This is an optimization exercise on Yosys and OpenROAD, whose aim is small area, a short achievable clock period and few clock cycles, not a production implementation. The RTL was checked by simulation tests, not by an equivalence proof against the original design.

## flow/design.v (module list and top-level ports; edited modules follow where they fit)
// module mul_stage1: 987 lines
// module mul_stage2: 338 lines
// module add3: 4 lines
// module add2: 4 lines
// module mac_engine: 16 lines
// module attn_top: 189 lines
module attn_top (
  input  logic clk,
  input  logic reset_n,
  input  logic dut_valid,
  output logic dut_ready,
  output logic [16-1:0] sram_input_read_address,
  input  logic [32-1:0] sram_input_read_data,
  output logic [16-1:0] sram_weight_read_address,
  input  logic [32-1:0] sram_weight_read_data,
  output logic [16-1:0] sram_result_read_address,
  input  logic [32-1:0] sram_result_read_data,
  output logic                    sram_result_write_enable,
  output logic [16-1:0] sram_result_write_address,
  output logic [32-1:0] sram_result_write_data,
  output logic [16-1:0] sram_scratchpad_read_address,
  input  logic [32-1:0] sram_scratchpad_read_data,
  output logic                    sram_scratchpad_write_enable,
  output logic [16-1:0] sram_scratchpad_write_address,
  output logic [32-1:0] sram_scratchpad_write_data
);
  // ...
==> flow/flow/run.sh <==
#!/bin/bash
set -euo pipefail
export BUFFER_PORTS_ARGS="-buffer_cell sky130_fd_sc_hd__buf_1"
export SETUP_SLACK_MARGIN=11.8
bash standard.sh > standard.log 2>&1
==> flow/standard.sh <==
#!/bin/bash
# synth_recipe.tcl (not shown) runs the flow's synth.tcl, then flattens the netlist and writes it again
# the make line also repeats each setting of config.mk as NAME=value (left out here)
make -C /OpenROAD-flow-scripts/flow DESIGN_CONFIG=/design/flow/config.mk WORK_HOME=/design/flow/orfs CLKGATE_MAP_FILE= SYNTH_SCRIPT=/design/flow/synth_recipe.tcl "${@:-finish}"
==> flow/config.mk <==
export PLATFORM = sky130hd
export DESIGN_NAME = attn_top
export DESIGN_NICKNAME = attn_top
export VERILOG_FILES = /design/flow/design.v
export SDC_FILE = /design/flow/constraint.sdc
export NUM_CORES = 4
export LEC_CHECK = 0
export ABC_AREA = 1
export CAP_MARGIN = 20
export CORE_MARGIN = 2
export CORE_UTILIZATION = 60
export CTS_CLUSTER_DIAMETER = 100
export CTS_CLUSTER_SIZE = 24
export SLEW_MARGIN = 20
==> flow/constraint.sdc <==
create_clock -name core_clock -period 16.0 [get_ports {clk}]
set_input_delay 3.2000 -clock core_clock [delete_from_list [all_inputs] [get_ports {clk}]]
set_output_delay 3.2000 -clock core_clock [all_outputs]
set_load 0.01 [all_outputs]
==> metrics.md, run 1 <==
| Metric | Value |
|---|---|
| Async SR Flop Fraction | a little over 5% |
| Critical Path End Type | output pin |
| Multi-input gate share of the layout cell area | 53.12% |
| Initial antenna violation count | 1 |
| Outcome | timing/DRC/antenna clean |
| Signal buffers | about 380 |
| Final setup fails | 0 |
| Tot GR Track Use | roughly 31% |
| Pre-CTS WS | 11.17 ns |
| Cell type taking the most area | multi-input gates |
| Top sig layer | met4 |
| Clk sinks | between 300 and 400 |
| Well Taps | 539 |
| Yosys top cell by area | dfxtp_1 |
| Sequential share of the synthesized area | 30.18% |
| Kind of critical path | flop to output pin |
| Die span in y | around 210 µm |
| Multi-Input Combinational | between 1.5k and 2k |
| Met2 wire len | 32.03 mm |
| Count leader, synth | nand2_1 |
| Worst Tran Pin Value | between 1 and 1.5 ns |
| # Max-Cap Violations | 0 |
| Worst hold endpoint | f3 |
| Synthesized-area fraction occupied by adder cells | between 20 and 25% |
| Worst setup margin | about 12 ns |
| Post-synthesis mux area share | under 10% |
| DR vias | 20.64k |
| Worst Hold Launch | f2 |
| WHS Path Cells | 0 |
| Cell count after synthesis | roughly 2.9k |
| Pins over their slew limit | 0 |
| Clock-pin slew on the worst setup and hold paths | roughly 0.10 ns |
| TritonCTS clock tree | yes |
| Reg with most FFs | u_engine.r |
| Synthesized cell area | 25400 µm² |
Testbench counts, summed over its fixed seeds: cycles 256,851.
==> run 2: changes to the inputs <==
==> flow/flow/run.sh (replaced) <==
#!/bin/bash
set -euo pipefail
export BUFFER_PORTS_ARGS="-buffer_cell sky130_fd_sc_hd__buf_1"
export SETUP_SLACK_MARGIN=11.9
bash standard.sh > standard.log 2>&1
--- a/flow/config.mk
+++ b/flow/config.mk
@@ -11,4 +11,4 @@
 export CORE_UTILIZATION = 60
-export CTS_CLUSTER_DIAMETER = 100
-export CTS_CLUSTER_SIZE = 24
+export CTS_CLUSTER_DIAMETER = 80
+export CTS_CLUSTER_SIZE = 28
 export SLEW_MARGIN = 20
==> metrics.md, run 2 <==
| Metric | Value |
|---|---|
| Outcome | timing/DRC/antenna clean |
| IO Pins | a little under 300 |
| Inserted Diodes | 0 |
| Crit Path Max Fanout | 4 |
| Synthesized-area fraction occupied by adder cells | 21.50% (unchanged) |
| Drt total wl | 70.02 mm |
| Crit path cell chain | buf_6 |
| Die area | around 44000 µm² |
| DR vias | 20.74k (+0.47%) |
| Most frequent cells in the layout | nand2_1 (416), inv_1 (359), xor2_1 (306), o22ai_1 (245), fa_1 (221) |
| Busiest grt layer | met2 |
| Post-Route Skew | around 0.05 ns |
| Unrepaired setup endpoints after global routing | true |
| Post-DRT Antenna Nets | 0 |
| Fin cells | 3686 |
| Top_reg_cell synth | dfxtp_1 |
| Root buf cell | clkbuf_16 |
| Count leader, synth | nand2_1 |
| Clock-pin slew on the worst setup and hold paths | 0.10 ns (about the same) |
| Buf/Inv on CP | 1 |
| Post-Synth XOR/XNOR Area | 11.81% |
| Tot GR Track Use | 31.60% (+0.26 points) |
| CP delay by family, top | flip-flops |
| First-pass GRT wire length | roughly 110 mm |
| Cell count after synthesis | 2915 (unchanged) |
| Synth cell types | between 40 and 50 |
| Routing usage on met1 | a little over two fifths |
| Starting Density | between 60 and 70% |
| EDFF count, synth | 55 |
| Synthesized cell area | 25400 µm² (unchanged) |
| Final HPWL DP | a little over 50 mm |
| Worst skew pair latency | about 0.60 ns |
| Synthesis warning total | 2 |
| Pins over their slew limit | 0 (unchanged) |
| Fin crit share | between 20% and 30% |
| Req. time, crit path | 12.80 ns |
| Main combinational cell family by area after synthesis | adder cells |
| Max FFs per register | between 100 and 150 |
| Detailed Route Iter0 Violations | 1857 |
| Die X | between 200 and 250 µm |
| Critical Path End Type | output pin |
| Dpl cells | 3548 |
| Sequential share of the synthesized area | 30.18% (unchanged) |
| Worst Tran Pin Value | 1.117 ns (+0.01582 ns) |
| Num CTS Buffers | 26 |
| Most instantiated cells after synthesis | nand2_1 (431), inv_1 (363), xor2_1 (306) |
| DR WL/cell | around 19 µm |
| Core ar. | 41850 µm² |
| Layout cells sized above 1 | 16.68% |
| Nets@finish | 3562 |
| Area grow syn2layout | 15.43% |
| Worst Path Arrival | 1.12 ns |
| Kind of critical path | flop to output pin |
| Leading cell type in the layout, fill and taps excluded | nand2_1 |
| Final hold vios | 0 |
| Fmax | between 200 and 250 MHz |
| Dominant cells by area after synthesis | dfxtp_1 (22%), fa_1 (17%), xor2_1 (11%) |
| Largest net degree at the start of global routing | 54 |
| Class of the worst hold path | flop to flop |
| Drt drc | 0 |
| TritonCTS clock tree | yes |
| Met2 Resource Use GR | between 50% and 60% |
| CP max stage delay | 0.40 ns |
| Async SR Flop Fraction | 5.128% (unchanged) |
| Depth of the CTS H-tree | 1 |
| # Max-Cap Violations | 0 (unchanged) |
| Clk sinks | 351 (unchanged) |
| Post-synthesis mux area share | 2.837% (unchanged) |
| Die span in y | 209.8 µm (unchanged) |
| Fin crit period | approximately 4.3 ns |
| Slowest-stage cell, CP | dfxtp_4 |
| Vias per inst | around 5.6 |
| Gr ovfl total | 0 |
| Yosys top cell by area | dfxtp_1 |
| Slew Limit Headroom | between 20% and 30% |
| Startpoint types | flop |
| M3 GR Usage | under 10% |
| Syn avg cell area | around 8.7 µm² |
| Initial antenna violation count | 2 (+1) |
| # rows | 75 |
| Clk buf depth | 3 |
| Post-synthesis compound-gate area fraction | between 10% and 20% |
| Top-area cell type share of the netlist area | between 20% and 30% |
| Final setup TNS | 0 ns |
| Drt first pass iters | 5 |
| Vias in the first global route | approximately 20k |
| I/O Buffers | around 280 |
| Reg with most FFs | u_engine.r |
| Post-synthesis simple-gate area fraction | between 10% and 20% |
| Final setup fails | 0 (unchanged) |
| Final Wtd Congestion | ~0.91 |
| Yosys reg bits | between 300 and 400 |
==> run 2: cell counts after synthesis <==
Identical to the previous run, type by type.
==> run 2: path summary, 6_finish.rpt <==
check	slack, ns	start	to	depth (start not counted)
setup / recovery	11.68	a_addr[0]	sram_result_read_address[0]	1
hold / removal	0.33	f2	f3	0
setup reg to reg	12.03	op_b[19]	u_engine.r[114]	11
hold reg to reg	0.33	f2	f3	0
max in group asynchronous	13.07	reset_n	v2	1
min in group asynchronous	2.55	reset_n	running	1
==> run 2: cells by family after synthesis <==
logic type	Yosys count
other cells	1
buf+inv	605
fa+ha+maj	304
mux	64
flops	351
compound gates	445
xor+xnor	341
simple gates	804
==> run 2: cell type report <==
type	instances	area, µm²
repair buffers	381	2937
multi-input cells	1975	15320
well taps	539	674.4
inverters	391	1495
clock inverters	19	305.3
clock buffers	29	704.4
flip-flops and latches	351	7880
repair inverters	1	5.005
fillers	3269	12530
==> run 2: layer usage <==
metal	wire [µm]	share of wire, %	up-vias
met5	0	0	-
met4	2807	4.0	0
met3	5066	7.2	155
met2	32270	46	917
met1	29870	43	9913
li1	-	-	9750
==> run 2: through the flow <==
stage,utilization [%],cell area (µm²),hold WS (ns),setup slack (ns)
floorplan,-,25500,0.3096,11.62
global placement,62.59,26200,0.3110,11.25
detailed placement,62.59,26200,0.3121,11.17
CTS,69.50,29090,0.3269,11.67
global route,70.06,29320,0.3321,11.66
finish,70.06,29320,0.3262,11.68
==> run 2: what timing repair did <==
action,in CTS,in global routing
pin swaps,0,0
setup endpoints to repair,218,175
hold buffers,0,0
buffers inserted,71,17
resized for setup,436,33
gates cloned,1,1
==> run 3: changes to the inputs <==
==> flow/flow/run.sh (replaced) <==
#!/bin/bash
set -euo pipefail
export BUFFER_PORTS_ARGS="-buffer_cell sky130_fd_sc_hd__buf_2"
export SETUP_SLACK_MARGIN=11.75
bash standard.sh > standard.log 2>&1
--- a/flow/config.mk
+++ b/flow/config.mk
@@ -11,4 +11,4 @@
 export CORE_UTILIZATION = 60
-export CTS_CLUSTER_DIAMETER = 80
-export CTS_CLUSTER_SIZE = 28
+export CTS_CLUSTER_DIAMETER = 100
+export CTS_CLUSTER_SIZE = 24
 export SLEW_MARGIN = 20
==> metrics.md, run 3 <==
| Metric | Value |
|---|---|
| Initial antenna violation count | 1 (-1) |
| Synthesis warning total | 2 (unchanged) |
| Yosys reg bits | 351 (unchanged) |
| Final HPWL DP | 51.12 mm (-1.2%) |
| Vias in the first global route | 19.87k (-2.8%) |
| Fin crit period | 4.257 ns (-0.05900 ns) |
| First-pass GRT wire length | 106.4 mm (-2.9%) |
| Inserted Diodes | 0 (unchanged) |
| Tot GR Track Use | 30.58% (-1.0 points) |
| Die X | 209.8 µm (unchanged) |
| Req. time, crit path | 12.80 ns (about the same) |
| Worst skew pair latency | 0.55 ns (-0.05 ns) |
| Dpl cells | 3545 (-0.085%) |
| Detailed Route Iter0 Violations | 1749 (-5.8%) |
| Pins over their slew limit | 0 (unchanged) |
| Outcome | timing/DRC/antenna clean |
| Startpoint types | flop |
| Starting Density | 60.70% (unchanged) |
| Area grow syn2layout | 11.69% |
| Final Wtd Congestion | 0.8950 (-1.9%) |
| Drt total wl | 67.93 mm (-3.0%) |
| Final setup TNS | 0 ns (unchanged) |
| I/O Buffers | 277 (unchanged) |
| Post-Route Skew | 0.02337 ns (-0.02637 ns) |
| Class of the worst hold path | flop to flop |
| Buf/Inv on CP | 1 (unchanged) |
| Root buf cell | clkbuf_16 |
| Top_reg_cell synth | dfxtp_1 |
| CP max stage delay | 0.40 ns (about the same) |
| Clk buf depth | 3 (unchanged) |
| Most frequent cells in the layout | nand2_1 (420), inv_1 (359), xor2_1 (306), o22ai_1 (245), fa_1 (221) |
| CP delay by family, top | flip-flops |
| Layout Utilization | 67.80% (-2.3 points) |
| Worst Path Arrival | 1.06 ns (-0.06 ns) |
| Drt first pass iters | 6 (+1) |
| Die span in y | 209.8 µm (unchanged) |
| Crit path cell chain | buf_6 |
| IO Pins | 294 (unchanged) |
| Worst Tran Pin Value | 1.042 ns (-0.07515 ns) |
| Kind of critical path | flop to output pin |
| Cell count after synthesis | 2915 (unchanged) |
| Num CTS Buffers | 19 (-27%) |
| Post-DRT Antenna Nets | 0 (unchanged) |
| Clk sinks | 351 (unchanged) |
| Yosys top cell by area | dfxtp_1 |
| Critical Path End Type | output pin |
| Syn avg cell area | 8.715 µm² (unchanged) |
| Unrepaired setup endpoints after global routing | true |
| Max FFs per register | 119 (unchanged) |
| Fin crit share | 26.61% (-0.37 points) |
| Slew Limit Headroom | 30.29% (+5.0 points) |
| Final hold vios | 0 (unchanged) |
| Async SR Flop Fraction | 5.128% (unchanged) |
| DR WL/cell | 18.68 µm (-1.6%) |
| Slowest-stage cell, CP | dfxtp_4 |
| Leading cell type in the layout, fill and taps excluded | nand2_1 |
| Depth of the CTS H-tree | 1 (unchanged) |
| TritonCTS clock tree | yes |
| Reg with most FFs | u_engine.r |
| Dominant cells by area after synthesis | dfxtp_1 (22%), fa_1 (17%), xor2_1 (11%) |
| Nets@finish | 3522 (-1.1%) |
| Gr ovfl total | 0 (unchanged) |
| Sequential share of the synthesized area | 30.18% (unchanged) |
| # rows | 75 (unchanged) |
| Vias per inst | 5.638 (+0.22%) |
| # Max-Cap Violations | 0 (unchanged) |
| EDFF count, synth | 55 (unchanged) |
| Largest net degree at the start of global routing | 54 (unchanged) |
| Post-route cell area | 28370 µm² (-3.2%) |
| Worst hold slack | 0.3250 ns (-0.001215 ns) |
| Core ar. | 41850 µm² (unchanged) |
| Crit Path Max Fanout | 4 (unchanged) |
| Synth cell types | 49 (unchanged) |
| Fin cells | 3636 (-1.4%) |
| Top-area cell type share of the netlist area | 21.91% (unchanged) |
| Final setup fails | 0 (unchanged) |
| Cell Area, Placed | 26520 µm² (+1.2%) |
| Fmax | 234.9 MHz (+1.4%) |
| Drt drc | 0 (unchanged) |
| Most instantiated cells after synthesis | nand2_1 (431), inv_1 (363), xor2_1 (306) |
| Synthesized cell area | 25400 µm² (unchanged) |
| Die area | 44000 µm² (unchanged) |
| Layout cells sized above 1 | 19.08% (+2.4 points) |
| DR vias | 20.50k (-1.1%) |
| Hold-fix buffers, CTS | 0 (unchanged) |
| Count leader, synth | nand2_1 |
| Clock-pin slew on the worst setup and hold paths | 0.10 ns (about the same) |
-- run 3: logic make-up (layout without fill, tap and decap cells) --
kind of cell | count (synthesis) | in the layout | share of synthesized area, %
AND/OR/NAND/NOR | 804 | 804 | 13.14
buffers and inverters | 605 | 771 | 10.30
AO/OA/AOI/OAI | 445 | 446 | 10.21
flip-flops | 351 | 351 | 30.18
XOR/XNOR | 341 | 341 | 11.81
adder cells (fa/ha/maj) | 304 | 304 | 21.50
multiplexers | 64 | 64 | 2.837
other | 1 | 16 | 0.01476
-- run 3: final cells by class --
cell class	instances	area [µm²]
inverters	391	1490
multi-input cells	1975	15280
repair buffers	348	2496
fillers	3489	13480
flip-flops and latches	351	7875
clock inverters	5	46.29
clock buffers	26	511.7
well taps	539	674.4
repair inverters	1	5.005
-- run 3: worst paths after layout --
path | cells past startpoint | start | to | slack (ns)
min in group asynchronous | 1 | reset_n | busy | 2.58
hold / removal | 0 | f2 | f3 | 0.33
setup reg to reg | 11 | op_b[21] | u_engine.r[114] | 11.95
setup / recovery | 1 | a_addr[0] | sram_result_read_address[0] | 11.74
hold reg to reg | 0 | f2 | f3 | 0.33
max in group asynchronous | 1 | reset_n | dims_wait | 13.08
-- run 3: layer usage --
layer  track usage, %  up-vias  share of wire, %  routed length (µm)
li1                 -     9665                 -                   -
met1            42.84     9790                43               29350
met2            49.88      913                46               31470
met3            3.606      128               7.3                4968
met4            9.758        2               3.1                2136
met5                0        -             0.019                  13
-- run 3: per-stage QoR --
step	setup WS, ns
6_report	11.74
4_1_cts	11.73
2_1_floorplan	11.62
3_3_place_gp	11.24
5_1_grt	11.72
3_5_place_dp	11.18
-- run 3: timing repair --
action / in CTS / in global routing
gates resized for setup: 197 / 49
setup endpoints to repair: 172 / 152
cloned: 0 / 2
buffers inserted: 45 / 12
==> module attn_top, before the edit <==
module attn_top (
  input  logic clk,
  input  logic reset_n,
  input  logic dut_valid,
  output logic dut_ready,
  output logic [16-1:0] sram_input_read_address,
  input  logic [32-1:0] sram_input_read_data,
  output logic [16-1:0] sram_weight_read_address,
  input  logic [32-1:0] sram_weight_read_data,
  output logic [16-1:0] sram_result_read_address,
  input  logic [32-1:0] sram_result_read_data,
  output logic                    sram_result_write_enable,
  output logic [16-1:0] sram_result_write_address,
  output logic [32-1:0] sram_result_write_data,
  output logic [16-1:0] sram_scratchpad_read_address,
  input  logic [32-1:0] sram_scratchpad_read_data,
  output logic                    sram_scratchpad_write_enable,
  output logic [16-1:0] sram_scratchpad_write_address,
  output logic [32-1:0] sram_scratchpad_write_data
);
  logic       busy;         
  logic       busy_nx;
  logic       dims_req;     
  logic       dims_wait;    
  logic [6:0] n_dim, d_dim, e_dim;
  logic        running;
  logic [1:0]  pass;
  logic [5:0]  i_cnt, j_cnt, k_cnt;
  logic [12:0] a_addr;            
  logic [13:0] b_addr, b_start;   
  logic v1, f1, l1, s1, k1, q1, z1;
  logic v2, f2, l2, s2, k2, q2, z2;
  logic v3, f3, l3, k3, q3, z3;
  logic q4, z4;
  logic [31:0] op_a, op_b, acc;
  logic        res_we, scr_we;
  logic [13:0] res_wa;
  logic [11:0] scr_wa;
  logic       is_s;
  logic [6:0] len_k, len_j;
  logic [6:0] k_nxt, j_nxt, i_nxt;
  logic       last_k, last_j, last_i;
  logic       stall, issue;
  assign is_s   = (pass == 2'd3);
  assign len_k  = is_s ? e_dim : d_dim;
  assign len_j  = is_s ? n_dim : e_dim;
  assign k_nxt  = {1'b0, k_cnt} + 7'd1;
  assign j_nxt  = {1'b0, j_cnt} + 7'd1;
  assign i_nxt  = {1'b0, i_cnt} + 7'd1;
  assign last_k = (k_nxt == len_k);
  assign last_j = (j_nxt == len_j);
  assign last_i = (i_nxt == n_dim);
  assign stall = is_s && (i_cnt == 6'd0) && (j_cnt == 6'd0) && (k_cnt == 6'd0) &&
                 (q1 || q2 || q3 || q4);
  assign issue = running && !stall;
  logic        running_nx;
  logic [1:0]  pass_nx;
  logic [5:0]  i_nx, j_nx, k_nx;
  logic [12:0] a_addr_nx;
  logic [13:0] b_addr_nx, b_start_nx;
  always_comb begin
    running_nx = running;
    pass_nx = pass;
    i_nx = i_cnt;
    j_nx = j_cnt;
    k_nx = k_cnt;
    a_addr_nx = a_addr;
    b_addr_nx = b_addr;
    b_start_nx = b_start;
    if (dut_ready && dut_valid) begin
      a_addr_nx = 13'd0;
      b_addr_nx = 14'd0;
    end else if (dims_wait) begin
      running_nx = 1'b1;
      pass_nx = 2'd0;
      i_nx = 6'd0;
      j_nx = 6'd0;
      k_nx = 6'd0;
      a_addr_nx = 13'd1;
      b_addr_nx = 14'd1;
      b_start_nx = 14'd1;
    end else if (issue) begin
      if (!last_k) begin
        k_nx = k_nxt[5:0];
        a_addr_nx = a_addr + 13'd1;
        b_addr_nx = b_addr + 14'd1;
      end else begin
        k_nx = 6'd0;
        if (!last_j) begin
          j_nx = j_nxt[5:0];
          a_addr_nx = a_addr + 13'd1 - {6'd0, len_k};   
          b_addr_nx = b_addr + 14'd1;
        end else begin
          j_nx = 6'd0;
          if (!last_i) begin
            i_nx = i_nxt[5:0];
            a_addr_nx = a_addr + 13'd1;
            b_addr_nx = b_start;
          end else begin
            i_nx = 6'd0;
            pass_nx = pass + 2'd1;
            if (pass[1] == 1'b0) begin
              a_addr_nx = 13'd1;
              b_addr_nx = b_addr + 14'd1;
              b_start_nx = b_addr + 14'd1;
            end else begin
              a_addr_nx = 13'd0;
              b_addr_nx = 14'd0;
              b_start_nx = 14'd0;
              if (pass == 2'd3) running_nx = 1'b0;
            end
          end
        end
      end
    end
  end
  always_ff @(posedge clk or negedge reset_n) begin
    if (!reset_n) begin
      busy <= 1'b0;
      dims_req <= 1'b0;
      dims_wait <= 1'b0;
      running <= 1'b0;
      {v1, k1, q1, z1} <= '0;
      {v2, k2, q2, z2} <= '0;
      {v3, k3, q3, z3} <= '0;
      {q4, z4} <= '0;
    end else begin
      busy <= busy_nx;
      dims_req <= dut_ready && dut_valid;
      dims_wait <= dims_req;
      running <= running_nx;
      v1 <= issue;
      k1 <= issue && (pass == 2'd1);
      q1 <= issue && !pass[1];
      z1 <= issue && is_s && last_k && last_j && last_i;
      {v2, k2, q2, z2} <= {v1, k1, q1, z1};
      {v3, k3, q3, z3} <= {v2, k2, q2, z2};
      {q4, z4} <= {q3, z3};
    end
  end
  assign busy_nx = (busy && !z4) || (dut_ready && dut_valid);
  always_ff @(posedge clk) begin
    dut_ready <= !busy_nx;
    res_we <= v3 && l3;
    scr_we <= v3 && l3 && k3;
  end
  always_ff @(posedge clk) begin
    a_addr <= a_addr_nx;
    b_addr <= b_addr_nx;
    if (dims_wait) begin
      n_dim <= sram_input_read_data[16 +: 7];
      d_dim <= sram_input_read_data[6:0];
      e_dim <= sram_weight_read_data[6:0];
    end
    pass <= pass_nx;
    i_cnt <= i_nx;
    j_cnt <= j_nx;
    k_cnt <= k_nx;
    b_start <= b_start_nx;
    f1 <= (k_cnt == 6'd0);
    l1 <= last_k;
    s1 <= is_s;
    {f2, l2, s2} <= {f1, l1, s1};
    {f3, l3} <= {f2, l2};
    res_wa <= dims_wait ? 14'd0 : res_wa + {13'd0, res_we};
    scr_wa <= dims_wait ? 12'd0 : scr_wa + {11'd0, scr_we};
  end
  always_ff @(posedge clk) begin
    op_a <= s1 ? sram_result_read_data : sram_input_read_data;
    op_b <= s1 ? sram_scratchpad_read_data : sram_weight_read_data;
  end
  mac_engine u_engine (
    .clk   (clk),
    .a     (op_a),
    .b     (op_b),
    .first (f3),
    .acc   (acc)
  );
  assign sram_input_read_address = {3'd0, a_addr};
  assign sram_result_read_address = {3'd0, a_addr};
  assign sram_weight_read_address = {2'd0, b_addr};
  assign sram_scratchpad_read_address = {2'd0, b_addr};
  assign sram_result_write_enable = res_we;
  assign sram_result_write_address = {2'd0, res_wa};
  assign sram_result_write_data = acc;
  assign sram_scratchpad_write_enable = scr_we;
  assign sram_scratchpad_write_address = {4'd0, scr_wa};
  assign sram_scratchpad_write_data = acc;
endmodule
==> run 4: changes to the inputs <==
--- a/flow/design.v
+++ b/flow/design.v
@@ -1395,3 +1395,3 @@
   logic       dims_wait;    
-  logic [6:0] n_dim, d_dim, e_dim;
+  logic [5:0] n_m1, d_m1, e_m1;
   logic        running;
@@ -1401,6 +1401,7 @@
   logic [13:0] b_addr, b_start;   
-  logic v1, f1, l1, s1, k1, q1, z1;
-  logic v2, f2, l2, s2, k2, q2, z2;
-  logic v3, f3, l3, k3, q3, z3;
-  logic q4, z4;
+  logic f1, f2, f3, s1;
+  logic w1, w2, w3;
+  logic k1, k2, k3;
+  logic z1, z2, z3, z4;
+  logic [2:0] qk_age;   
   logic [31:0] op_a, op_b, acc;
@@ -1410,4 +1411,3 @@
   logic       is_s;
-  logic [6:0] len_k, len_j;
-  logic [6:0] k_nxt, j_nxt, i_nxt;
+  logic [5:0] lim_k, lim_j;
   logic       last_k, last_j, last_i;
@@ -1415,12 +1415,9 @@
   assign is_s   = (pass == 2'd3);
-  assign len_k  = is_s ? e_dim : d_dim;
-  assign len_j  = is_s ? n_dim : e_dim;
-  assign k_nxt  = {1'b0, k_cnt} + 7'd1;
-  assign j_nxt  = {1'b0, j_cnt} + 7'd1;
-  assign i_nxt  = {1'b0, i_cnt} + 7'd1;
-  assign last_k = (k_nxt == len_k);
-  assign last_j = (j_nxt == len_j);
-  assign last_i = (i_nxt == n_dim);
+  assign lim_k  = is_s ? e_m1 : d_m1;
+  assign lim_j  = is_s ? n_m1 : e_m1;
+  assign last_k = (k_cnt == lim_k);
+  assign last_j = (j_cnt == lim_j);
+  assign last_i = (i_cnt == n_m1);
   assign stall = is_s && (i_cnt == 6'd0) && (j_cnt == 6'd0) && (k_cnt == 6'd0) &&
-                 (q1 || q2 || q3 || q4);
+                 (qk_age != 3'd4);
   assign issue = running && !stall;
@@ -1454,3 +1451,3 @@
       if (!last_k) begin
-        k_nx = k_nxt[5:0];
+        k_nx = k_cnt + 6'd1;
         a_addr_nx = a_addr + 13'd1;
@@ -1460,4 +1457,4 @@
         if (!last_j) begin
-          j_nx = j_nxt[5:0];
-          a_addr_nx = a_addr + 13'd1 - {6'd0, len_k};   
+          j_nx = j_cnt + 6'd1;
+          a_addr_nx = a_addr - {7'd0, lim_k};   
           b_addr_nx = b_addr + 14'd1;
@@ -1466,3 +1463,3 @@
           if (!last_i) begin
-            i_nx = i_nxt[5:0];
+            i_nx = i_cnt + 6'd1;
             a_addr_nx = a_addr + 13'd1;
@@ -1493,6 +1490,6 @@
       running <= 1'b0;
-      {v1, k1, q1, z1} <= '0;
-      {v2, k2, q2, z2} <= '0;
-      {v3, k3, q3, z3} <= '0;
-      {q4, z4} <= '0;
+      {w1, w2, w3} <= '0;
+      {k1, k2, k3} <= '0;
+      {z1, z2, z3, z4} <= '0;
+      qk_age <= 3'd4;
     end else begin
@@ -1502,9 +1499,13 @@
       running <= running_nx;
-      v1 <= issue;
-      k1 <= issue && (pass == 2'd1);
-      q1 <= issue && !pass[1];
+      w1 <= issue && last_k;
+      k1 <= issue && last_k && (pass == 2'd1);
       z1 <= issue && is_s && last_k && last_j && last_i;
-      {v2, k2, q2, z2} <= {v1, k1, q1, z1};
-      {v3, k3, q3, z3} <= {v2, k2, q2, z2};
-      {q4, z4} <= {q3, z3};
+      {w2, k2, z2} <= {w1, k1, z1};
+      {w3, k3, z3} <= {w2, k2, z2};
+      z4 <= z3;
+      if (issue && !pass[1]) begin
+        qk_age <= 3'd0;
+      end else if (qk_age != 3'd4) begin
+        qk_age <= qk_age + 3'd1;
+      end
     end
@@ -1514,4 +1515,4 @@
     dut_ready <= !busy_nx;
-    res_we <= v3 && l3;
-    scr_we <= v3 && l3 && k3;
+    res_we <= w3;
+    scr_we <= k3;
   end
@@ -1521,5 +1522,5 @@
     if (dims_wait) begin
-      n_dim <= sram_input_read_data[16 +: 7];
-      d_dim <= sram_input_read_data[6:0];
-      e_dim <= sram_weight_read_data[6:0];
+      n_m1 <= sram_input_read_data[21:16] - 6'd1;
+      d_m1 <= sram_input_read_data[5:0] - 6'd1;
+      e_m1 <= sram_weight_read_data[5:0] - 6'd1;
     end
@@ -1531,6 +1532,5 @@
     f1 <= (k_cnt == 6'd0);
-    l1 <= last_k;
     s1 <= is_s;
-    {f2, l2, s2} <= {f1, l1, s1};
-    {f3, l3} <= {f2, l2};
+    f2 <= f1;
+    f3 <= f2;
     res_wa <= dims_wait ? 14'd0 : res_wa + {13'd0, res_we};
==> metrics.md, run 4 <==
| Metric | Value |
|---|---|
| Outcome | timing/DRC/antenna clean |
| Synthesis warning total | 2 (unchanged) |
| Fin crit period | 4.262 ns (+0.005400 ns) |
| Vias per inst | 5.640 (about the same) |
| Worst skew pair latency | 0.57 ns (+0.02 ns) |
| Worst hold endpoint | f2 |
| Unrepaired setup endpoints after global routing | true |
| Drt drc | 0 (unchanged) |
| Fmax | 234.6 MHz (-0.13%) |
| Detailed Route Iter0 Violations | 1907 (+9.0%) |
| # rows | 75 (unchanged) |
| I/O Buffers | 277 (unchanged) |
| Final hold vios | 0 (unchanged) |
| First-pass GRT wire length | 109.8 mm (+3.2%) |
| IO Pins | 294 (unchanged) |
| Drt total wl | 69.96 mm (+3.0%) |
| Critical Path End Type | output pin |
| Die span in y | 209.9 µm (about the same) |
| Crit path cell chain | buf_6 |
| Reg with most FFs | u_engine.r |
| Pins over their slew limit | 0 (unchanged) |
| DR vias | 20.91k (+2.0%) |
| Most frequent cells in the layout | inv_1 (415), nand2_1 (393), xor2_1 (334), o22ai_1 (238), fa_1 (221) |
| Vias in the first global route | 20.56k (+3.4%) |
| Gr ovfl total | 0 (unchanged) |
| Slew Limit Headroom | 33.77% (+3.5 points) |
| Area grow syn2layout | 12.88% |
| Yosys reg bits | 344 (-2.0%) |
| EDFF count, synth | 52 (-5.5%) |
| Syn avg cell area | 8.596 µm² (-1.4%) |
| Die area | 44070 µm² (+0.15%) |
| Clk sinks | 344 (-2.0%) |
| Synth cell types | 48 (-2.0%) |
| Yosys top cell by area | dfxtp_1 |
| Leading cell type in the layout, fill and taps excluded | inv_1 |
| Initial antenna violation count | 1 (unchanged) |
| Req. time, crit path | 12.80 ns (about the same) |
| Worst Reg2Reg Path Length in Cells | 11 (unchanged) |
| Final setup TNS | 0 ns (unchanged) |
| Tot GR Track Use | 31.48% (+0.90 points) |
| Starting Density | 60.66% (about the same) |
| Clock-pin slew on the worst setup and hold paths | 0.11 ns (about the same) |
| CP max stage delay | 0.38 ns (-0.02 ns) |
| Top-area cell type share of the netlist area | 21.64% (-0.27 points) |
| Layout fillers | 3438 (-1.5%) |
| Root buf cell | clkbuf_16 |
| Layout cells sized above 1 | 18.31% (-0.77 points) |
| Kind of critical path | flop to output pin |
| Nets@finish | 3596 (+2.1%) |
| Post-route cell area | 28720 µm² (+1.2%) |
| Buf/Inv on CP | 1 (unchanged) |
| Final setup fails | 0 (unchanged) |
| Fin crit share | 26.64% (+0.034 points) |
| Crit Path Max Fanout | 5 (+1) |
| Startpoint types | flop |
| Worst R2R End | u_engine.r[114] |
| Post-DRT Antenna Nets | 0 (unchanged) |
| Worst Path Arrival | 1.06 ns (about the same) |
| Max FFs per register | 119 (unchanged) |
| Seq. cell area | 7687 µm² (-2.4%) |
| Synthesized cell area | 25440 µm² (+0.16%) |
| WHS Path Cells | 0 (unchanged) |
| Depth of the CTS H-tree | 1 (unchanged) |
| R2R Setup Slk | 11.88 ns (-0.07 ns) |
| Post-Route Skew | 0.03103 ns (+0.007664 ns) |
| Core ar. | 41950 µm² (+0.22%) |
| Cell count after synthesis | 2960 (+1.5%) |
| Drt first pass iters | 6 (unchanged) |
| Class of the worst hold path | flop to flop |
| # Max-Cap Violations | 0 (unchanged) |
| Hold-fix buffers, CTS | 0 (unchanged) |
| Area of the multi-input gates | 15240 µm² (-0.21%) |
| CP delay by family, top | flip-flops |
| Top_reg_cell synth | dfxtp_1 |
| Layout Utilization | 68.47% (+0.68 points) |
| Final Wtd Congestion | 0.9057 (+1.2%) |
| Worst Tran Pin Value | 0.9924 ns (-0.04948 ns) |
| Dominant cells by area after synthesis | dfxtp_1 (22%), fa_1 (17%), xor2_1 (11%) |
| Final HPWL DP | 51.87 mm (+1.5%) |
| Num CTS Buffers | 19 (unchanged) |
| Most instantiated cells after synthesis | inv_1 (421), nand2_1 (400), xor2_1 (334) |
| DR WL/cell | 18.87 µm (+1.0%) |
| Clk buf depth | 3 (unchanged) |
| Cell Area, Placed | 26600 µm² (+0.29%) |
| Die X | 209.9 µm (about the same) |
| Worst r2r src | op_b[19] |
| Slowest-stage cell, CP | dfxtp_4 |
| TritonCTS clock tree | yes |
| Async SR Flop Fraction | 4.942% (-0.19 points) |
| Largest net degree at the start of global routing | 71 (+31%) |
| Count leader, synth | inv_1 |
| Worst Hold Launch | f1 |
| Sequential share of the synthesized area | 29.45% (-0.73 points) |
-- run 4: cell count changes in the layout (fill, tap and decap cells not counted), moves of 15 or more --
cell / previous run / this run
nand2_1: 420 / 393
buf_6: 91 / 122
buf_2: 186 / 156
buf_4: 70 / 87
o21ai_0: 59 / 100
inv_1: 359 / 415
mux2_2: 64 / 49
xor2_1: 306 / 334
-- run 4: cell type report --
class                   count  share of cell area [%]
repair buffers            365                   9.775
multi-input cells        1973                   53.07
well taps                 539                   2.348
inverters                 451                   6.016
flip-flops and latches    344                   26.76
clock inverters             5                  0.1830
repair inverters            3                 0.05227
clock buffers              26                   1.782
diodes                      1                0.008712
-- run 4: stage by stage --
step	hold WS, ns	setup WS (ns)	instances
floorplan	0.3096	11.81	2975
global placement	0.3159	11.20	3601
detailed placement	0.3135	11.21	3601
CTS	0.3392	11.70	3685
global route	0.3453	11.70	3707
finish	0.3398	11.74	3707
-- run 4: worst max path at each step --
stage	startpoint	end	slack (ns)	cells after the start
after floorplan	dut_valid	a_addr[9]	11.81	8
after global placement	op_b[9]	u_engine.r[106]	11.20	13
after detailed placement	op_b[7]	u_engine.r[118]	11.21	22
after CTS	b_addr[9]	sram_weight_read_address[9]	11.70	1
after global routing	b_addr[9]	sram_scratchpad_read_address[9]	11.70	1
final	b_addr[9]	sram_weight_read_address[9]	11.74	1
-- run 4: per-layer routing --
layer,up-vias,part of all wire (%),track usage (%)
met4,0,4.0,11.74
met2,1049,45,50.69
met3,159,8.4,4.678
li1,9792,-,-
met1,9909,42,43.42
met5,-,0,0
-- run 4: kinds of logic (layout without fill, tap and decap cells) --
logic type	Yosys count	in the layout	synth area share, %
adder cells (fa/ha/maj)	308	308	21.67
XOR/XNOR	356	356	12.25
AND/OR/NAND/NOR	773	773	12.69
flip-flops	344	344	29.45
multiplexers	49	49	2.169
other	1	17	0.01474
AO/OA/AOI/OAI	471	471	10.75
buffers and inverters	658	850	11.00
-- run 4: repair_timing --
| action | 4_1_cts | 5_1_grt |
|---|---|---|
| gates resized for setup | 213 | 61 |
| setup endpoints to repair | 178 | 158 |
| cloned | 1 | 2 |
| setup buffers | 52 | 19 |
Testbench counts of run 4, summed over its fixed seeds: cycles 256,851.
==> run 5: changes to the inputs <==
==> flow/flow/run.sh (replaced) <==
#!/bin/bash
set -euo pipefail
export BUFFER_PORTS_ARGS="-buffer_cell sky130_fd_sc_hd__buf_2"
export SETUP_SLACK_MARGIN=11.65
bash standard.sh > standard.log 2>&1
==> metrics.md, run 5 <==
| Metric | Value |
|---|---|
| Max FFs per register | 119 (unchanged) |
| Layout cells sized above 1 | 14.46% (-3.9 points) |
| Worst r2r src | op_b[0] |
| Crit path cell chain | buf_2 |
| Fin crit share | 27.00% (+0.36 points) |
| Vias per inst | 5.678 (+0.66%) |
| Hold-fix buffers, CTS | 0 (unchanged) |
| Top_reg_cell synth | dfxtp_1 |
| Post-Route Skew | 0.01794 ns (-0.01309 ns) |
| Most instantiated cells after synthesis | inv_1 (421), nand2_1 (400), xor2_1 (334) |
| Vias in the first global route | 19.95k (-3.0%) |
| Most frequent cells in the layout | inv_1 (416), nand2_1 (394), xor2_1 (334), buf_2 (277), dfxtp_1 (244) |
| Worst setup margin | 11.68 ns (-0.05830 ns) |
| Busiest grt layer | met2 |
| Buf/Inv on CP | 1 (unchanged) |
| Crit Path Max Fanout | 7 (+2) |
| Routing usage on met1 | 43.21% (-0.21 points) |
| Core ar. | 41950 µm² (unchanged) |
| Startpoint types | flop |
| Area grow syn2layout | 7.273% |
| Pre-CTS WS | 11.08 ns (-0.1301 ns) |
| Worst hold slack | 0.3351 ns (-0.004679 ns) |
| Clock-pin slew on the worst setup and hold paths | 0.10 ns (about the same) |
| Req. time, crit path | 12.80 ns (about the same) |
| Final setup fails | 0 (unchanged) |
| Met2 Resource Use GR | 49.31% (-1.4 points) |
| TritonCTS clock tree | yes |
| Pins over their slew limit | 0 (unchanged) |
| Slowest-stage cell, CP | dfxtp_2 |
| Final Wtd Congestion | 0.9271 (+2.4%) |
| Fin crit period | 4.321 ns (+0.05830 ns) |
| Unrepaired setup endpoints after global routing | true |
| Synth cell types | 48 (unchanged) |
| CP max stage delay | 0.42 ns (+0.04 ns) |
| WHS Path Cells | 0 (unchanged) |
| Root buf cell | clkbuf_16 |
| First-pass GRT wire length | 107.5 mm (-2.1%) |
| Depth of the CTS H-tree | 1 (unchanged) |
| Inserted Diodes | 0 (-1) |
| Die X | 209.9 µm (unchanged) |
| Synthesis warning total | 2 (unchanged) |
| Final hold vios | 0 (unchanged) |
| Largest net degree at the start of global routing | 70 (-1.4%) |
| Synthesized cell area | 25440 µm² (unchanged) |
| CP delay by family, top | flip-flops |
| Outcome | timing/DRC/antenna clean |
| Nets@finish | 3529 (-1.9%) |
| Worst Hold Launch | f2 |
| Die span in y | 209.9 µm (unchanged) |
| I/O Buffers | 277 (unchanged) |
| Drt first pass iters | 6 (unchanged) |
| M3 GR Usage | 4.157% (-0.52 points) |
| Yosys reg bits | 344 (unchanged) |
| Critical Path End Type | output pin |
| Num CTS Buffers | 18 (-1) |
| Sequential share of the synthesized area | 29.45% (unchanged) |
| DR WL/cell | 18.78 µm (-0.50%) |
| Fmax | 231.4 MHz (-1.3%) |
| Top-area cell type share of the netlist area | 21.64% (unchanged) |
| Count leader, synth | inv_1 |
| Worst R2R End | u_engine.r[98] |
| Async SR Flop Fraction | 4.942% (unchanged) |
| Reg with most FFs | u_engine.r |
| Syn avg cell area | 8.596 µm² (unchanged) |
| Clk buf depth | 3 (unchanged) |
| Dominant cells by area after synthesis | dfxtp_1 (22%), fa_1 (17%), xor2_1 (11%) |
| R2R Setup Slk | 11.80 ns (-0.08 ns) |
| EDFF count, synth | 52 (unchanged) |
| Initial antenna violation count | 0 (-1) |
| Kind of critical path | flop to output pin |
| Clk sinks | 344 (unchanged) |
| Post-DRT Antenna Nets | 0 (unchanged) |
| Final setup TNS | 0 ns (unchanged) |
| Starting Density | 60.66% (unchanged) |
| Leading cell type in the layout, fill and taps excluded | inv_1 |
| Slew Limit Headroom | 33.63% (-0.14 points) |
| Worst Path Arrival | 1.12 ns (+0.06 ns) |
| Class of the worst hold path | flop to flop |
| Worst hold endpoint | f3 |
| Worst skew pair latency | 0.55 ns (-0.02 ns) |
| # Max-Cap Violations | 0 (unchanged) |
| Cell count after synthesis | 2960 (unchanged) |
| # rows | 75 (unchanged) |
| Die area | 44070 µm² (unchanged) |
| Tot GR Track Use | 30.72% (-0.76 points) |
| DR vias | 20.66k (-1.2%) |
| Drt total wl | 68.32 mm (-2.4%) |
| Yosys top cell by area | dfxtp_1 |
| Worst Tran Pin Value | 0.9945 ns (+0.002143 ns) |
| Worst Reg2Reg Path Length in Cells | 12 (+1) |
| Gr ovfl total | 0 (unchanged) |
| IO Pins | 294 (unchanged) |
| Detailed Route Iter0 Violations | 1841 (-3.5%) |
| Final HPWL DP | 51.85 mm (about the same) |
| Drt drc | 0 (unchanged) |
==> run 5: cell counts after synthesis <==
No cell type changed its count.
==> run 5: area by class of cell <==
cell class	count	area, µm²
Tap cell	539	674.4
Timing Repair inverter	2	10.01
Sequential cell	344	7536
Fill cell	3668	14650
Multi-Input combinational cell	1973	15230
Timing Repair Buffer	300	1570
Clock buffer	28	540.5
Clock inverter	1	8.758
Inverter	451	1724
==> run 5: through the flow <==
stage	cells	util [%]	cell area (µm²)
after global placement	3599	63.36	26580
after detailed placement	3599	63.36	26580
final	3638	65.07	27290
after floorplan	2975	-	25510
after CTS	3630	64.85	27200
after global routing	3638	65.07	27290
==> run 5: layer usage <==
metal	wire length, µm	part of all wire, %	vias up
met1	29250	43	9861
met2	30750	45	976
met5	0	0	-
met4	2699	4.0	0
met3	5616	8.2	159
li1	-	-	9659
==> run 5: logic make-up after synthesis <==
kind of cell / synth area share (%)
AND/OR/NAND/NOR: 12.69
flip-flops: 29.45
adder cells (fa/ha/maj): 21.67
other: 0.01474
XOR/XNOR: 12.25
buffers and inverters: 11.00
AO/OA/AOI/OAI: 10.75
multiplexers: 2.169
==> run 5: how the worst max path moves through the flow <==
| stage | start | endpoint | cells after the start |
|---|---|---|---|
| after floorplan | dut_valid | b_start[0] | 3 |
| after global placement | dut_valid | b_addr[8] | 8 |
| after detailed placement | dut_valid | b_addr[11] | 8 |
| after CTS | a_addr[11] | sram_result_read_address[11] | 1 |
| after global routing | op_b[3] | u_engine.r[118] | 21 |
| final | a_addr[0] | sram_input_read_address[0] | 1 |
==> run 5: repair_timing <==
action / 4_1_cts / 5_1_grt
cloned: 0 / 2
setup buffers: 2 / 4
setup endpoints to repair: 71 / 27
gates resized for setup: 36 / 15
==> run 6: changes to the inputs <==
==> flow/flow/run.sh (replaced) <==
#!/bin/bash
set -euo pipefail
export BUFFER_PORTS_ARGS="-buffer_cell sky130_fd_sc_hd__buf_2"
export SETUP_SLACK_MARGIN=11.6
bash standard.sh > standard.log 2>&1
==> metrics.md, run 6 <==
| Metric | Value |
|---|---|
| WHS Path Cells | 0 (unchanged) |
| Class of the worst hold path | flop to flop |
| Dominant cells by area after synthesis | dfxtp_1 (22%), fa_1 (17%), xor2_1 (11%) |
| Worst R2R End | u_engine.r[118] |
| M1 WL | 29.84 mm (+2.0%) |
| Worst Hold Launch | f2 |
| Worst hold endpoint | f3 |
| Fin crit period | 4.361 ns (+0.04070 ns) |
| Async SR Flop Fraction | 4.942% (unchanged) |
| CP max stage delay | 0.45 ns (+0.03 ns) |
| Layout cells sized above 1 | 14.03% (-0.43 points) |
| Starting Density | 60.66% (unchanged) |
| Clk sinks | 344 (unchanged) |
| Buf/Inv on CP | 1 (unchanged) |
| Drt drc | 0 (unchanged) |
| DR vias | 20.39k (-1.3%) |
| Area grow syn2layout | 7.110% |
| Worst Path Arrival | 1.16 ns (+0.04 ns) |
| Largest net degree at the start of global routing | 71 (+1.4%) |
| Gr ovfl total | 0 (unchanged) |
| Worst Tran Pin Value | 1.120 ns (+0.1254 ns) |
| Critical Path End Type | output pin |
| Die X | 209.9 µm (unchanged) |
| Vias in the first global route | 19.98k (+0.17%) |
| Most frequent cells in the layout | inv_1 (417), nand2_1 (395), xor2_1 (334), buf_2 (277), dfxtp_1 (256) |
| R2R Setup Slk | 11.75 ns (-0.05 ns) |
| WP depth | 1 (unchanged) |
| Outcome | timing/DRC/antenna clean |
| Top_reg_cell synth | dfxtp_1 |
| Final HPWL DP | 51.93 mm (+0.15%) |
| Final setup TNS | 0 ns (unchanged) |
| Worst skew pair latency | 0.55 ns (about the same) |
| Nets@finish | 3531 (+0.057%) |
| Synthesis warning total | 2 (unchanged) |
| Max FFs per register | 119 (unchanged) |
| Drt total wl | 68.09 mm (-0.33%) |
| Reg with most FFs | u_engine.r |
| Leading cell type in the layout, fill and taps excluded | inv_1 |
| Crit path cell chain | buf_2 |
| Sequential share of the synthesized area | 29.45% (unchanged) |
| Root buf cell | clkbuf_16 |
| Startpoint types | flop |
| Num CTS Buffers | 18 (unchanged) |
| Drt first pass iters | 6 (unchanged) |
| Top sig layer | met5 |
| Top-area cell type share of the netlist area | 21.64% (unchanged) |
| Cell count after synthesis | 2960 (unchanged) |
| Post-Route Skew | 0.02715 ns (+0.009204 ns) |
| Synth cell types | 48 (unchanged) |
| Unrepaired setup endpoints after global routing | true |
| Most instantiated cells after synthesis | inv_1 (421), nand2_1 (400), xor2_1 (334) |
| Pre-CTS WS | 10.83 ns (-0.2542 ns) |
| IO Pins | 294 (unchanged) |
| Fin crit share | 27.26% (+0.25 points) |
| Clock-pin slew on the worst setup and hold paths | 0.10 ns (about the same) |
| Slowest-stage cell, CP | dfxtp_1 |
| Worst r2r src | op_b[15] |
| Final hold vios | 0 (unchanged) |
| Pins over their slew limit | 0 (unchanged) |
| Vias per inst | 5.601 (-1.4%) |
| Crit Path Max Fanout | 5 (-2) |
| CP delay by family, top | flip-flops |
| Detailed Route Iter0 Violations | 1640 (-11%) |
| Worst Reg2Reg Path Length in Cells | 22 (+10) |
| Slew Limit Headroom | 24.88% (-8.7 points) |
| Kind of critical path | flop to output pin |
| # rows | 75 (unchanged) |
| EDFF count, synth | 52 (unchanged) |
| I/O Buffers | 277 (unchanged) |
| Yosys reg bits | 344 (unchanged) |
| Die area | 44070 µm² (unchanged) |
| Final Wtd Congestion | 0.9380 (+1.2%) |
| Hold-fix buffers, CTS | 0 (unchanged) |
| Die span in y | 209.9 µm (unchanged) |
| Post-DRT Antenna Nets | 0 (unchanged) |
| # Max-Cap Violations | 0 (unchanged) |
| Yosys top cell by area | dfxtp_1 |
| Inserted Diodes | 0 (unchanged) |
| First-pass GRT wire length | 106.6 mm (-0.85%) |
| Metal3 WL | 5.126 mm (-8.7%) |
| Tot GR Track Use | 30.64% (-0.083 points) |
| Req. time, crit path | 12.80 ns (about the same) |
| Syn avg cell area | 8.596 µm² (unchanged) |
| DR WL/cell | 18.71 µm (-0.38%) |
| Synthesized cell area | 25440 µm² (unchanged) |
| Fmax | 229.3 MHz (-0.93%) |
| Depth of the CTS H-tree | 1 (unchanged) |
| TritonCTS clock tree | yes |
| Count leader, synth | inv_1 |
| Core ar. | 41950 µm² (unchanged) |
| Final setup fails | 0 (unchanged) |
| Initial antenna violation count | 1 (+1) |
| Clk buf depth | 3 (unchanged) |
| Met2 wire len | 30.59 mm (-0.50%) |
| Crit path from | a_addr[7] |
| Worst setup margin | 11.64 ns (-0.04070 ns) |
-- run 6: worst max-delay path by stage --
| stage | endpoint | slack [ns] |
|---|---|---|
| global placement | b_addr[6] | 10.96 |
| global route | u_engine.r[118] | 11.48 |
| detailed placement | a_addr[7] | 10.83 |
| finish | sram_result_read_address[7] | 11.64 |
| floorplan | a_addr[9] | 11.62 |
| CTS | sram_result_read_address[11] | 11.60 |
-- run 6: repair_timing --
action	CTS	global route
resized for setup	22	14
gates cloned	0	1
setup buffers	0	11
endpoints found under the setup margin	63	47
-- run 6: final cells by class --
| cell class | instances | area, µm² |
|---|---|---|
| fillers | 3574 | 14690 |
| repair inverters | 1 | 5.005 |
| well taps | 539 | 674.4 |
| flip-flops and latches | 344 | 7518 |
| clock inverters | 3 | 21.27 |
| clock buffers | 26 | 501.7 |
| repair buffers | 303 | 1582 |
| multi-input cells | 1973 | 15230 |
| inverters | 451 | 1720 |
-- run 6: kinds of logic (layout without fill, tap and decap cells) --
group / after synthesis / after routing / share of synthesized area (%)
xor+xnor: 356 / 356 / 12.25
mux: 49 / 49 / 2.169
compound gates: 471 / 471 / 10.75
fa+ha+maj: 308 / 308 / 21.67
other cells: 1 / 16 / 0.01474
simple gates: 773 / 773 / 12.69
flops: 344 / 344 / 29.45
buf+inv: 658 / 784 / 11.00
-- run 6: layer usage --
layer	vias up	global-route usage (%)
met3	161	3.829
met2	903	49.23
li1	9677	-
met1	9643	43.12
met4	2	10.69
met5	-	0
-- run 6: through the flow --
| stage | hold slack [ns] | instance area [µm²] | util [%] | cells |
|---|---|---|---|---|
| 6_report | 0.3332 | 27250 | 64.97 | 3640 |
| 5_1_grt | 0.3489 | 27250 | 64.97 | 3640 |
| 4_1_cts | 0.3370 | 27130 | 64.69 | 3628 |
| 3_5_place_dp | 0.3143 | 26570 | 63.35 | 3599 |
| 3_3_place_gp | 0.3187 | 26570 | 63.35 | 3599 |
| 2_1_floorplan | 0.3096 | 25500 | - | 2975 |
==> run 7: changes to the inputs <==
==> flow/flow/run.sh (replaced) <==
#!/bin/bash
set -euo pipefail
export BUFFER_PORTS_ARGS="-buffer_cell sky130_fd_sc_hd__buf_2"
export SETUP_SLACK_MARGIN=11.7
bash standard.sh > standard.log 2>&1
==> metrics.md, run 7 <==
| Metric | Value |
|---|---|
| Outcome | timing/DRC/antenna clean |
| Core ar. | 41950 µm² (unchanged) |
| Synthesis warning total | 2 (unchanged) |
| Worst Reg2Reg Path Length in Cells | 20 (-9.1%) |
| Fin crit share | 26.73% (-0.53 points) |
| Hold-fix buffers, CTS | 0 (unchanged) |
| Top-area cell type share of the netlist area | 21.64% (unchanged) |
| Crit path cell chain | buf_2 |
| Worst skew pair latency | 0.55 ns (about the same) |
| Slew Limit Headroom | 32.35% (+7.5 points) |
| Post-DRT Antenna Nets | 0 (unchanged) |
| Max FFs per register | 119 (unchanged) |
| Most frequent cells in the layout | inv_1 (414), nand2_1 (394), xor2_1 (334), buf_2 (277), o22ai_1 (238) |
| Post-Route Skew | 0.03505 ns (+0.007903 ns) |
| Top sig layer | met5 |
| Final HPWL DP | 52.41 mm (+0.91%) |
| Clk sinks | 344 (unchanged) |
| First-pass GRT wire length | 108.6 mm (+1.9%) |
| Drt first pass iters | 6 (unchanged) |
| Buf/Inv on CP | 1 (unchanged) |
| # rows | 75 (unchanged) |
| Gr ovfl total | 0 (unchanged) |
| Dominant cells by area after synthesis | dfxtp_1 (22%), fa_1 (17%), xor2_1 (11%) |
| Seq. cell area | 7609 µm² (+1.2%) |
| Starting Density | 60.66% (unchanged) |
| Die span in y | 209.9 µm (unchanged) |
| Worst Hold Launch | f2 |
| IO Pins | 294 (unchanged) |
| Detailed Route Iter0 Violations | 1860 (+13%) |
| CP delay by family, top | flip-flops |
| Vias in the first global route | 20.15k (+0.87%) |
| Count leader, synth | inv_1 |
| Worst R2R End | u_engine.r[118] |
| Kind of critical path | flop to output pin |
| Critical Path End Type | output pin |
| Req. time, crit path | 12.80 ns (about the same) |
| Dpl cells | 3601 (+0.056%) |
| Cell count after synthesis | 2960 (unchanged) |
| Syn avg cell area | 8.596 µm² (unchanged) |
| Reg with most FFs | u_engine.r |
| I/O Buffers | 277 (unchanged) |
| Synth cell types | 48 (unchanged) |
| Initial antenna violation count | 1 (unchanged) |
| Startpoint types | flop |
| Final setup fails | 0 (unchanged) |
| Fmax | 233.8 MHz (+2.0%) |
| Final setup TNS | 0 ns (unchanged) |
| Depth of the CTS H-tree | 1 (unchanged) |
| Fin cells | 3656 (+0.44%) |
| R2R Setup Slk | 11.83 ns (+0.08 ns) |
| EDFF count, synth | 52 (unchanged) |
| Layout cells sized above 1 | 15.66% (+1.6 points) |
| Fin crit period | 4.277 ns (-0.08470 ns) |
| DR vias | 20.68k (+1.5%) |
| Inserted Diodes | 0 (unchanged) |
| WHS Path Cells | 0 (unchanged) |
| Synthesized cell area | 25440 µm² (unchanged) |
| Yosys reg bits | 344 (unchanged) |
| Final Wtd Congestion | 0.9530 (+1.6%) |
| WP depth | 1 (unchanged) |
| Metal3 WL | 5.249 mm (+2.4%) |
| Class of the worst hold path | flop to flop |
| Largest net degree at the start of global routing | 71 (unchanged) |
| Clk buf depth | 3 (unchanged) |
| Area grow syn2layout | 8.173% |
| Most instantiated cells after synthesis | inv_1 (421), nand2_1 (400), xor2_1 (334) |
| Cell Area, Placed | 26600 µm² (about the same) |
| Unrepaired setup endpoints after global routing | true |
| Slowest-stage cell, CP | dfxtp_4 |
| Layout fillers | 3640 (+1.8%) |
| Clock-pin slew on the worst setup and hold paths | 0.10 ns (about the same) |
| Worst Path Arrival | 1.08 ns (-0.08 ns) |
| Area of the multi-input gates | 15240 µm² (about the same) |
| Worst hold endpoint | f3 |
| Sequential share of the synthesized area | 29.45% (unchanged) |
| Drt drc | 0 (unchanged) |
| Leading cell type in the layout, fill and taps excluded | inv_1 |
| Nets@finish | 3547 (+0.45%) |
| Final hold vios | 0 (unchanged) |
| Pins over their slew limit | 0 (unchanged) |
| Worst hold slack | 0.3391 ns (+0.005933 ns) |
| Crit Path Max Fanout | 5 (unchanged) |
| # Max-Cap Violations | 0 (unchanged) |
| M1 WL | 29.55 mm (-0.96%) |
| Worst r2r src | op_b[19] |
| Die X | 209.9 µm (unchanged) |
| Num CTS Buffers | 19 (+1) |
| Tot GR Track Use | 31.07% (+0.43 points) |
| Top_reg_cell synth | dfxtp_1 |
| CP max stage delay | 0.39 ns (-0.06 ns) |
| Drt total wl | 68.63 mm (+0.78%) |
| Worst Tran Pin Value | 1.014 ns (-0.1062 ns) |
| Vias per inst | 5.657 (+1.0%) |
| Die area | 44070 µm² (unchanged) |
| Post-route cell area | 27520 µm² (+0.99%) |
| DR WL/cell | 18.77 µm (+0.34%) |
| Yosys top cell by area | dfxtp_1 |
| Async SR Flop Fraction | 4.942% (unchanged) |
| Met2 wire len | 30.66 mm (+0.23%) |
| Root buf cell | clkbuf_16 |
| TritonCTS clock tree | yes |
## run 7: changes by cell type in the layout (fill, tap and decap cells not counted), sizes merged
cell / previous run / this run
inv: 430 / 429
buf: 303 / 316
clkinv: 20 / 18
clkinvlp: 5 / 11
## run 7: cells by family after synthesis
| group | after synthesis | synth area share (%) |
|---|---|---|
| flip-flops | 344 | 29.45 |
| adder cells (fa/ha/maj) | 308 | 21.67 |
| AO/OA/AOI/OAI | 471 | 10.75 |
| AND/OR/NAND/NOR | 773 | 12.69 |
| XOR/XNOR | 356 | 12.25 |
| other | 1 | 0.01474 |
| multiplexers | 49 | 2.169 |
| buffers and inverters | 658 | 11.00 |
## run 7: how the worst max path moves through the flow
stage	startpoint	slack [ns]	end
6_report	a_addr[7]	11.72	sram_result_read_address[7]
3_3_place_gp	dut_valid	11.17	b_addr[3]
3_5_place_dp	dut_valid	11.09	b_addr[1]
2_1_floorplan	dut_valid	11.74	a_addr[9]
4_1_cts	op_b[11]	11.67	u_engine.r[106]
5_1_grt	op_b[5]	11.65	u_engine.r[118]
## run 7: layer usage
layer	vias to the layer above	global-route usage, %
li1	9712	-
met1	9818	43.41
met2	966	49.19
met3	185	4.261
met4	2	12.52
met5	-	0
## run 7: per-stage QoR
step                      worst slack, ns  util, %
after CTS                           11.67    65.25
after global routing                11.65    65.62
after global placement              11.17    63.40
final                               11.72    65.62
after floorplan                     11.74        -
after detailed placement            11.09    63.40
## run 7: what timing repair did
item                                    in CTS  in global routing
setup buffers                               11                 11
endpoints found under the setup margin     113                 46
gates cloned                                 0                  3
gates resized for setup                     71                 24
## run 7: final cells by class
cell class                      instances  area share [%]
Clock buffer                           26           1.900
Clock inverter                          4          0.1546
Inverter                              451           6.296
Multi-Input combinational cell       1973           55.37
Sequential cell                       344           27.64
Tap cell                              539           2.450
Timing Repair Buffer                  316           6.128
Timing Repair inverter                  3         0.05455
==> run 8: changes to the inputs <==
==> flow/flow/run.sh (replaced) <==
#!/bin/bash
set -euo pipefail
export BUFFER_PORTS_ARGS="-buffer_cell sky130_fd_sc_hd__buf_1"
export SETUP_SLACK_MARGIN=11.7
bash standard.sh > standard.log 2>&1
--- a/flow/config.mk
+++ b/flow/config.mk
@@ -10,3 +10,3 @@
 export CORE_MARGIN = 2
-export CORE_UTILIZATION = 60
+export CORE_UTILIZATION = 70
 export CTS_CLUSTER_DIAMETER = 100
==> metrics.md, run 8 <==
| Metric | Value |
|---|---|
| Outcome | timing/DRC/antenna clean |
| Initial antenna violation count | 0 (-1) |
| Drt first pass iters | 8 (+2) |
| Pins over their slew limit | 0 (unchanged) |
| Yosys reg bits | 344 (unchanged) |
| Gr ovfl total | 0 (unchanged) |
| Worst Tran Pin Value | 1.034 ns (+0.02028 ns) |
| Worst skew pair latency | 0.55 ns (about the same) |
| Sequential share of the synthesized area | 29.45% (unchanged) |
| Final setup fails | 0 (unchanged) |
| Largest net degree at the start of global routing | 72 (+1.4%) |
| Startpoint types | flop |
| Synthesized cell area | 25440 µm² (unchanged) |
| Crit Path Max Fanout | 3 (-2) |
| Leading cell type in the layout, fill and taps excluded | inv_1 |
| Crit path cell chain | buf_2 |
| Vias in the first global route | 20.63k (+2.4%) |
| IO Pins | 294 (unchanged) |
| Final HPWL DP | 51.14 mm (-2.4%) |
| Starting Density | 71.36% (+11 points) |
| EDFF count, synth | 52 (unchanged) |
| # Max-Cap Violations | 0 (unchanged) |
| Post-Route Skew | 0.04219 ns (+0.007136 ns) |
| Most instantiated cells after synthesis | inv_1 (421), nand2_1 (400), xor2_1 (334) |
| Die X | 194.7 µm (-7.3%) |
| Most frequent cells in the layout | inv_1 (416), nand2_1 (393), xor2_1 (334), o22ai_1 (238), dfxtp_1 (230) |
| Critical Path End Type | output pin |
| I/O Buffers | 277 (unchanged) |
| Nets@finish | 3547 (unchanged) |
| Clock-pin slew on the worst setup and hold paths | 0.10 ns (about the same) |
| Fin crit share | 26.81% (+0.077 points) |
| Slowest-stage cell, CP | dfxtp_4 |
| Req. time, crit path | 12.80 ns (about the same) |
| Root buf cell | clkbuf_16 |
| Layout cells sized above 1 | 8.691% (-7.0 points) |
| Slew Limit Headroom | 31.00% (-1.4 points) |
| Fin crit period | 4.289 ns (+0.01240 ns) |
| Num CTS Buffers | 18 (-1) |
| Class of the worst hold path | flop to flop |
| Clk buf depth | 3 (unchanged) |
| Top-area cell type share of the netlist area | 21.64% (unchanged) |
| Unrepaired setup endpoints after global routing | true |
| Synthesis warning total | 2 (unchanged) |
| Dominant cells by area after synthesis | dfxtp_1 (22%), fa_1 (17%), xor2_1 (11%) |
| Reg with most FFs | u_engine.r |
| DR WL/cell | 18.95 µm (+0.98%) |
| Kind of critical path | flop to output pin |
| Drt total wl | 67.84 mm (-1.1%) |
| Worst Path Arrival | 1.09 ns (about the same) |
| Syn avg cell area | 8.596 µm² (unchanged) |
| Cell count after synthesis | 2960 (unchanged) |
| DR vias | 21.03k (+1.7%) |
| Detailed Route Iter0 Violations | 2238 (+20%) |
| Hold-fix buffers, CTS | 0 (unchanged) |
| Max FFs per register | 119 (unchanged) |
| Pre-CTS WS | 11.14 ns (+0.04730 ns) |
| Vias per inst | 5.876 (+3.9%) |
| Final Wtd Congestion | 0.9258 (-2.9%) |
| Async SR Flop Fraction | 4.942% (unchanged) |
| Buf/Inv on CP | 1 (unchanged) |
| Die area | 37890 µm² (-14%) |
| Fmax | 233.1 MHz (-0.29%) |
| Yosys top cell by area | dfxtp_1 |
| Area grow syn2layout | 6.796% |
| Final hold vios | 0 (unchanged) |
| CP delay by family, top | flip-flops |
| Die span in y | 194.7 µm (-7.3%) |
| Depth of the CTS H-tree | 1 (unchanged) |
| TritonCTS clock tree | yes |
| CP max stage delay | 0.39 ns (about the same) |
| Drt drc | 0 (unchanged) |
| Synth cell types | 48 (unchanged) |
| Post-DRT Antenna Nets | 0 (unchanged) |
| First-pass GRT wire length | 107.6 mm (-0.92%) |
| Top_reg_cell synth | dfxtp_1 |
| Final setup TNS | 0 ns (unchanged) |
| Count leader, synth | inv_1 |
| Inserted Diodes | 0 (unchanged) |
| # rows | 69 (-8.0%) |
| Core ar. | 35660 µm² (-15%) |
| Clk sinks | 344 (unchanged) |
| Worst setup margin | 11.71 ns (-0.01240 ns) |
| Tot GR Track Use | 35.63% (+4.6 points) |
run 8: cell types whose count changed in the layout (fill, tap and decap cells not counted), sizes merged:
cell      before  now
buf          316  281
bufinv         0    1
clkinvlp      11    8
inv          429  427
clkinv        18   20
clkbuf        26   64
run 8: metrics by stage:
step	hold WS [ns]	cells	util (%)	area (µm²)
detailed placement	0.3128	3523	73.34	26150
global placement	0.3174	3523	73.34	26150
finish	0.3346	3579	76.21	27170
global route	0.3429	3579	76.21	27170
floorplan	0.3096	2975	-	25510
CTS	0.3347	3558	75.43	26890
run 8: area by class of cell:
class	instances	area, µm²
multi-input combinational	1973	15250
fill	2597	8482
sequential	344	7594
inverter	451	1719
timing repair buffer	317	1463
tap	461	576.8
clock buffer	28	519.2
clock inverter	2	41.29
timing repair inverter	3	15.01
run 8: per-layer routing:
| metal | routed length (µm) | GRT usage, % | part of all wire [%] | vias to the layer above |
|---|---|---|---|---|
| li1 | - | - | - | 9698 |
| met1 | 26990 | 48.20 | 40 | 9856 |
| met2 | 31300 | 58.01 | 46 | 1237 |
| met3 | 6478 | 5.674 | 9.5 | 239 |
| met4 | 3073 | 13.73 | 4.5 | 0 |
| met5 | 0 | 0 | 0 | - |
run 8: kinds of logic (layout without fill, tap and decap cells):
family / after synthesis / in the layout / synth area share [%]
AND/OR/NAND/NOR: 773 / 773 / 12.69
buffers and inverters: 658 / 801 / 11.00
AO/OA/AOI/OAI: 471 / 471 / 10.75
XOR/XNOR: 356 / 356 / 12.25
flip-flops: 344 / 344 / 29.45
adder cells (fa/ha/maj): 308 / 308 / 21.67
multiplexers: 49 / 49 / 2.169
other: 1 / 16 / 0.01474
run 8: path summary, 6_finish.rpt:
| path | cells after the start | to | start | slack [ns] |
|---|---|---|---|---|
| max in group asynchronous | 1 | qk_age[2] | reset_n | 13.02 |
| min | 0 | f2 | f1 | 0.33 |
| min reg2reg | 0 | f2 | f1 | 0.33 |
| max reg2reg | 21 | u_engine.r[118] | op_b[21] | 11.83 |
| max | 1 | sram_result_read_address[0] | a_addr[0] | 11.71 |
| min in group asynchronous | 1 | busy | reset_n | 2.60 |
run 8: repair_timing:
item | CTS | global route
gates resized for setup | 92 | 62
buffers inserted | 5 | 18
cloned | 0 | 3
setup endpoints to repair | 103 | 94

-- separate check: timing with driven ports --
The results above use ideal ports. As a check the final layouts listed here were re-extracted and re-timed, cells and wires unchanged.
Step 1 (the two cells are an assumption about what drives the block):
set clk [get_ports {clk}]
set_driving_cell -lib_cell sky130_fd_sc_hd__clkbuf_16 $clk
set_driving_cell -lib_cell sky130_fd_sc_hd__buf_2 [delete_from_list [all_inputs] $clk]
Step 2 times the ports against the registers' clock, not the clock port: input delays grow and output delays shrink by t, the midpoint of the rising clock arrivals with the driver on.
a / b / c = no drivers / after step 1 / after step 2; a / b = the first two.
run | t, ns | setup WS [ns] | clock arrival spread, ns | slew at the worst register clock pin (ns)
run 1 | 0.592 | 11.729 / 11.669 / 11.367 | 0.034 / 0.034 | 0.10 / 0.10
run 2 | 0.634 | 11.684 / 11.625 / 11.365 | 0.050 / 0.050 | 0.10 / 0.10
run 3 | 0.597 | 11.743 / 11.687 / 11.254 | 0.023 / 0.023 | 0.10 / 0.10
run 4 | 0.609 | 11.738 / 11.679 / 11.422 | 0.032 / 0.032 | 0.11 / 0.11
run 5 | 0.596 | 11.679 / 11.619 / 11.340 | 0.018 / 0.018 | 0.10 / 0.10
run 6 | 0.595 | 11.639 / 11.576 / 11.282 | 0.028 / 0.028 | 0.10 / 0.10
run 7 | 0.595 | 11.723 / 11.667 / 11.339 | 0.040 / 0.039 | 0.10 / 0.10
run 8 | 0.591 | 11.711 / 11.652 / 11.343 | 0.044 / 0.044 | 0.10 / 0.10
After both steps setup and hold are still met in every run listed. For run 3, which loses most, drivers alone change the setup slack by -0.056 ns; drivers and shift together by -0.489 ns.
